Context: an optimization exercise on an open-source flow, tuned for small area, a short achievable clock period and few clock cycles per item. The choices shown serve that exercise and are no tape-out recipe. Function was checked by simulation only, so behaviour that the tests miss may differ from the original. Power and IR drop assume default switching activity.

Design sys_matmul_stream, start of the top module:
module sys_matmul_stream #(
  parameter int N      = 3,
  parameter int DW     = 8,
  parameter int ACC_W  = 2*DW + $clog2(N),
  parameter int SIGNED = 0
) (
  input  logic             CLK,
  input  logic             rst_n,
  input  logic             vld_in,
  output logic             rdy_in,
  input  logic [DW-1:0]    a,
  input  logic [DW-1:0]    b,
  input  logic             keep,
  output logic             vld_out,
  input  logic             rdy_out,
  output logic [ACC_W-1:0] c,
  output logic             last_out,
  output logic             busy,
  output logic [1:0]       dbg_state
);
For scale: about 45 I/O pins, roughly 20000 sq um of cells after synthesis.
clock: 8.0 ns
lec_check: 0
abc_clock_period_in_ps: 2800
cap_margin: 20
core_margin: 2
core_utilization: 55
cts_cluster_diameter: 100
cts_cluster_size: 30
slew_margin: 20
setup_slack_margin: 5.3
buffer_ports_args: -buffer_cell sky130_fd_sc_hd__buf_2
standard.sh (not shown) runs the stock make flow with config.mk's settings and CLKGATE_MAP_FILE= SYNTH_SCRIPT=/design/flow/synth_recipe.tcl, a recipe that flattens the netlist after the stock synthesis.
==> flow/flow/run.sh <==
#!/bin/bash
set -euo pipefail
cat >> config.mk <<'CFG'
export SETUP_SLACK_MARGIN = 5.3
export BUFFER_PORTS_ARGS = -buffer_cell sky130_fd_sc_hd__buf_2
CFG
bash standard.sh > standard_run.log 2>&1
Testbench counts at the start, summed over its fixed seeds: cycles 14,488, items 1,600.
Change:
--- a/flow/design.v
+++ b/flow/design.v
@@ -33,23 +33,23 @@
   logic       lkeep;        
   logic       have_prev;    
   logic       cact;         
   logic       ot;           
   logic       cfull;        
   logic [8:0] cp;           
   logic       cpar;
   logic       ckeep;
   logic [8:0] op;           
   logic [8:0] U;            
   logic       av, bv;       
-  logic       cpass;        
+  logic       akeep;
   logic       r_rdy, r_vld, r_last, r_busy, r_dbg0;
   logic [ACC_W-1:0] c_r;
   logic [DW-1:0] a_q, b_q;
   logic          v_q, wpar_q;
   logic [DW-1:0] R [9];
   logic [DW-1:0] E;
   logic [DW-1:0] W0b0 [2];      
   logic [DW-1:0] W0b1, W0b2;
   logic [DW-1:0] W1b0 [2];
   logic [DW-1:0] W1b1, W1b2;
   logic [DW-1:0] W2b0 [2];
@@ -183,23 +183,23 @@
       c_r       <= vld_n ? L1_n : '0;
     end
   end
   logic wb0, wb1, wb2;      
   assign wb0 = v_q && (ph[1] || ph[2] || ph[3]);
   assign wb1 = v_q && (ph[4] || ph[5] || ph[6]);
   assign wb2 = v_q && (ph[7] || ph[8] || ph[0]);
   always_ff @(posedge CLK) begin
     a_q    <= a;
     b_q    <= b;
     wpar_q <= lpar;
-    cpass  <= ckeep || !m_fire;
+    akeep  <= ckeep;
     R[0]   <= v_q ? a_q : R[8];
     for (int i = 1; i < 9; i++) R[i] <= R[i-1];
     E      <= R[8];
     W0b0[0] <= W1b0[0];
     W0b0[1] <= W1b0[1];
     W0b1   <= W1b1;
     W0b2   <= W1b2;
     W1b0[0] <= W2b0[0];
     W1b0[1] <= W2b0[1];
     W1b1   <= W2b1;
     W1b2   <= W2b2;
@@ -221,37 +221,35 @@
     else if (ph[1]) begin x0 = R[7]; x1 = R[4]; x2 = R[1]; end
     else            begin x0 = E;    x1 = R[6]; x2 = R[3]; end
     y0 = W0b0[cpar];
     y1 = W0b1;
     y2 = fwd_b ? b_q : W0b2;
   end
   logic [DW-1:0] X0, X1, X2, Y0, Y1, Y2;
   always_ff @(posedge CLK) begin
     if (rs0 || rs1 || rs2) begin
       X0 <= x0; X1 <= x1; X2 <= x2;
     end
-    Y0 <= m_fire ? y0 : '0;
-    Y1 <= m_fire ? y1 : '0;
-    Y2 <= m_fire ? y2 : '0;
+    Y0 <= y0; Y1 <= y1; Y2 <= y2;
   end
   logic [DW-1:0] pp0 [DW];
   logic [DW-1:0] pp1 [DW];
   logic [DW-1:0] pp2 [DW];
   logic [ACC_W-1:0] cpm;
   always_comb begin
     for (int i = 0; i < DW; i++) begin
       pp0[i] = X0[i] ? Y0 : '0;
       pp1[i] = X1[i] ? Y1 : '0;
       pp2[i] = X2[i] ? Y2 : '0;
     end
-    cpm = cpass ? L[7] : '0;
+    cpm = akeep ? L[7] : '0;
   end
   logic [ACC_W-1:0] sum_r0, sum_r1;
   logic [1:0] ra0;
   logic [1:0] ra1;
   logic [0:0] ra2;
   logic [2:0] ra3;
   logic [3:0] ra4;
   logic [4:0] ra5;
   logic [5:0] ra6;
   logic [6:0] ra7;
   logic [7:0] ra8;
@@ -1012,23 +1010,23 @@
   assign tbc360 = (tbc314 & tbs335) | (tbc314 & tbc334) | (tbs335 & tbc334);
   assign tbs361 = tbc316 ^ tbs337 ^ tbc336;
   assign tbc362 = (tbc316 & tbs337) | (tbc316 & tbc336) | (tbs337 & tbc336);
   assign tbs363 = ra15[0] ^ ra15[1] ^ tbc338;
   assign tbc364 = (ra15[0] & ra15[1]) | (ra15[0] & tbc338) | (ra15[1] & tbc338);
   assign tbs365 = ra16[0] ^ ra16[1];
   assign tbc366 = ra16[0] & ra16[1];
   assign sum_r0 = {ra17[0], tbs365, tbs363, tbs361, tbs359, tbs357, tbs355, tbs353, tbs351, tbs349, tbs347, tbs345, tbs343, tbs341, ra3[2], ra2[0], ra1[0], ra0[0]};
   assign sum_r1 = {tbc366, tbc364, tbc362, tbc360, tbc358, tbc356, tbc354, tbc352, tbc350, tbc348, tbc346, tbc344, tbc342, tbc340, tbs339, 1'b0, ra1[1], ra0[1]};
   assign L1_n = L0s + L0c;
   always_ff @(posedge CLK) begin
-    L0s  <= sum_r0;
-    L0c  <= sum_r1;
+    L0s  <= bv ? sum_r0 : L[8];
+    L0c  <= bv ? sum_r1 : '0;
     L[1] <= L1_n;
     for (int i = 2; i <= 8; i++) L[i] <= L[i-1];
   end
   assign rdy_in    = r_rdy;
   assign vld_out   = r_vld;
   assign last_out  = r_last;
   assign busy      = r_busy;
   assign dbg_state = {r_vld, r_dbg0};
   assign c         = c_r;
 endmodule
Outcome:
- The new run completed without violations
- core utilization is higher by 0.50 points
- final cell count is higher slightly
- synthesized cell count is higher by a few percent
- register-to-register slack gets worse by 180 ps
- area after synthesis is higher slightly
Testbench counts after the change, summed over its fixed seeds: cycles 14,488, items 1,600.


Another version of the RTL of sys_matmul_stream (not shown whole).
Size in the first run: roughly 1800 cells after synthesis, ~580 flip-flops, ~45 I/O pins.
clock: 8.0 ns
lec_check: 0
abc_clock_period_in_ps: 2800
cap_margin: 20
core_margin: 2
core_utilization: 40
setup_slack_margin: 5
slew_margin: 20
run.sh (not shown) runs the stock make flow with config.mk's settings and CLKGATE_MAP_FILE= SYNTH_SCRIPT=/design/flow/synth_recipe.tcl, a recipe that flattens the netlist after the stock synthesis.
Stock flow here: none of the scripts above is used.
The baseline ran to the end with no violations.
Testbench counts at the start, summed over its fixed seeds: cycles 14,488, items 1,600.
Change:
--- a/flow/design.v
+++ b/flow/design.v
@@ -84,71 +84,54 @@
     if (lb_x[2])            begin done_b = 9'b110000000; at_b = 9'b001000000; at_b1 = 9'b000100000;
                                   at_b2 = 9'b000010000; end
     if (lb_x[3] || lb_x[6]) begin done_b = 9'b110000000; at_b = 9'b001000000; at_b1 = 9'b000100000; end
     if (lb_x[4] || lb_x[7]) begin done_b = 9'b100000000; at_b = 9'b010000000; at_b1 = 9'b001000000; end
     if (lb_x[5] || lb_x[8]) begin done_b = 9'b000000000; at_b = 9'b100000000; at_b1 = 9'b010000000; end
     ontrack = |(cp_x & rot2(ph_x));
     ok = !cact_x || !cfull_x || |(cp_x & done_b) ||
          (ontrack && |(cp_x & at_b) && !u5) ||
          (ontrack && |(cp_x & at_b1) && !u5 && !u4) ||
          (ontrack && |(cp_x & at_b2) && !u5 && !u4 && !u3);
     rdy_calc = |(ph_x & lb_x) && ok;
   endfunction
-  logic [8:0] cp_m;         
-  logic       cact_m;
-  logic [8:0] ph_h0;        
-  logic       rdy_h1, rdy_h0, vld_o1, vld_o0, blk_o1, blk_o0, clr, busy_b;
-  logic       cact_h1, cfull_h1;
-  logic [8:0] cp_h1;
-  always_comb begin
-    cp_m   = m_fire ? rot1(cp) : cp;
-    cact_m = cact && !(m_fire && cp[8]);
-    cact_h1  = cact_m || lb[6];
-    cfull_h1 = lb[6] ? 1'b0 : (cfull || lb[8]);
-    cp_h1    = lb[6] ? 9'd1 : cp_m;
-    rdy_h1   = rdy_calc(rot1(ph), rot1(lb), cact_h1, cfull_h1, cp_h1, U[3], U[4], U[5]);
-    ph_h0    = (!have_prev && idle) ? 9'd1 : rot1(ph);
-    rdy_h0   = rdy_calc(ph_h0, lb, cact_m, cfull, cp_m, U[3], U[4], U[5]);
-    blk_o1 = cact_m && !cfull && ((op[8] && !cp_m[0]) || (op[0] && cp_m[2]));
-    blk_o0 = cact_m && !cfull && ((op[0] && !cp_m[0]) || (op[1] && cp_m[2]));
-    vld_o1 = |(rot1(op) & rotm2(rot1(ph))) && U[0];
-    vld_o0 = |(op & rotm2(rot1(ph))) && U[0];
-    clr    = hs_in && (lb[6] || lb[8]);
-    busy_b = !lb[0] || cact_m || (|U[8:2]) || U[0] || bv || m_fire || av;
-  end
   always_comb begin
     hold        = !have_prev && idle && !hs_in;
     ph_n        = hold ? 9'd1 : rot1(ph);
     lb_n        = hs_in ? rot1(lb) : lb;
     lpar_n      = lpar ^ (hs_in && lb[8]);
     lkeep_n     = (hs_in && lb[0]) ? (keep && have_prev) : lkeep;
     have_prev_n = have_prev || (hs_in && lb[8]);
-    cact_n      = cact_m;
-    cp_n        = cp_m;
+    cact_n      = cact;
+    cp_n        = cp;
     cfull_n     = cfull;
     cpar_n      = cpar;
     ckeep_n     = ckeep;
+    if (m_fire) begin
+      cp_n = rot1(cp);
+      if (cp[8]) cact_n = 1'b0;
+    end
     if (hs_in && lb[6]) begin
       cact_n  = 1'b1;
       cp_n    = 9'd1;
       cfull_n = 1'b0;
       cpar_n  = lpar;
       ckeep_n = lkeep;
     end
     if (hs_in && lb[8]) cfull_n = 1'b1;
-    op_n   = hs_out ? rot1(op) : op;
-    U_n    = {U[7:2], U[1] && !hs_out, U[0], bv || U[8]};
-    vld_n  = hs_out ? (vld_o1 && (!blk_o1 || clr)) : (vld_o0 && (!blk_o0 || clr));
-    rdy_n  = hs_in ? rdy_h1 : rdy_h0;
-    busy_n = hs_in || busy_b || (U[1] && !hs_out);
+    op_n = hs_out ? rot1(op) : op;
+    U_n  = {U[7:2], U[1] && !hs_out, U[0], bv || U[8]};
+    vld_n  = |(op_n & rotm2(ph_n)) && U_n[1] &&
+             !(cact_n && !cfull_n && ((op_n[0] && !cp_n[0]) || (op_n[1] && cp_n[2])));
+    rdy_n  = rdy_calc(ph_n, lb_n, cact_n, cfull_n, cp_n, U[3], U[4], U[5]);
+    busy_n = !lb_n[0] || cact_n || (|U_n) || m_fire || av;
   end
   always_ff @(posedge CLK) begin
     if (!rst_n) begin
       ph        <= 9'd1;
       lb        <= 9'd1;
       lpar      <= 1'b0;
       lkeep     <= 1'b0;
       have_prev <= 1'b0;
       cact      <= 1'b0;
       cfull     <= 1'b0;
       cp        <= 9'd1;
       cpar      <= 1'b0;
@@ -173,25 +156,25 @@
       cact      <= cact_n;
       cfull     <= cfull_n;
       cp        <= cp_n;
       cpar      <= cpar_n;
       ckeep     <= ckeep_n;
       op        <= op_n;
       U         <= U_n;
       av        <= m_fire;
       bv        <= av;
       v_q       <= hs_in;
       r_rdy     <= rdy_n;
       r_vld     <= vld_n;
-      r_last    <= hs_out ? (vld_o1 && (!blk_o1 || clr) && op[7]) : (vld_o0 && (!blk_o0 || clr) && op[8]);
+      r_last    <= vld_n && op_n[8];
       r_busy    <= busy_n;
       r_dbg0    <= !rdy_n && !vld_n;
       c_r       <= vld_n ? L1_n : '0;
     end
   end
   logic wb0, wb1, wb2;      
   assign wb0 = v_q && (ph[1] || ph[2] || ph[3]);
   assign wb1 = v_q && (ph[4] || ph[5] || ph[6]);
   assign wb2 = v_q && (ph[7] || ph[8] || ph[0]);
   always_ff @(posedge CLK) begin
     a_q    <= a;
     b_q    <= b;
First-iteration DRC count goes up by a little under a tenth.
Total power falls slightly.
Routed wire length fell by a few percent.
Non-clock buffer count rose by 2.
Fmax came out lower by a few percent.
Final area falls slightly.
Synthesized cell count shrinks by a few percent.
Hold slack is about the same.
Die area went down slightly.
Worst setup slack is worse by 0.15 ns.
Combinational power increases by a few percent.
Critical path depth goes up by 2.
Clock skew grows by 0.0085 ns.
Sequential share of layout area climbs by 0.77 points.
Testbench counts after the change, summed over its fixed seeds: cycles 14,488, items 1,600.

## static timing again, ports no longer ideal
How much do the figures lean on ideal ports? The routed layouts below were timed once more, with nothing changed but the port constraints.
Step 1 (the two cells are an assumption about what drives the block):
set clk [get_ports {CLK}]
set_driving_cell -lib_cell sky130_fd_sc_hd__clkbuf_16 $clk
set_driving_cell -lib_cell sky130_fd_sc_hd__buf_2 [delete_from_list [all_inputs] $clk]
Step 2, shift: input delay + t, output delay - t, t = (earliest + latest rising clock arrival at the registers) / 2. This alone moves slack from input paths to output paths.
Slacks: ideal ports / drivers / drivers and shift; pairs: ideal ports / drivers.
run | t, ns | setup slack, ns | slew at the worst register clock pin (ns)
the first run of note 1 | 0.615 | 5.337 / 5.282 / 4.780 | 0.12 / 0.12
the second run of note 1 | 0.601 | 5.208 / 5.208 / 4.816 | 0.11 / 0.11
the first run of note 2 | 0.668 | 5.033 / 5.022 / 4.496 | 0.07 / 0.07
the second run of note 2 | 0.663 | 4.887 / 4.900 / 4.237 | 0.07 / 0.07
After both steps setup and hold are still met in every run listed. For the second run of note 2, which loses most, drivers alone change the setup slack by +0.013 ns; drivers and shift together by -0.650 ns.
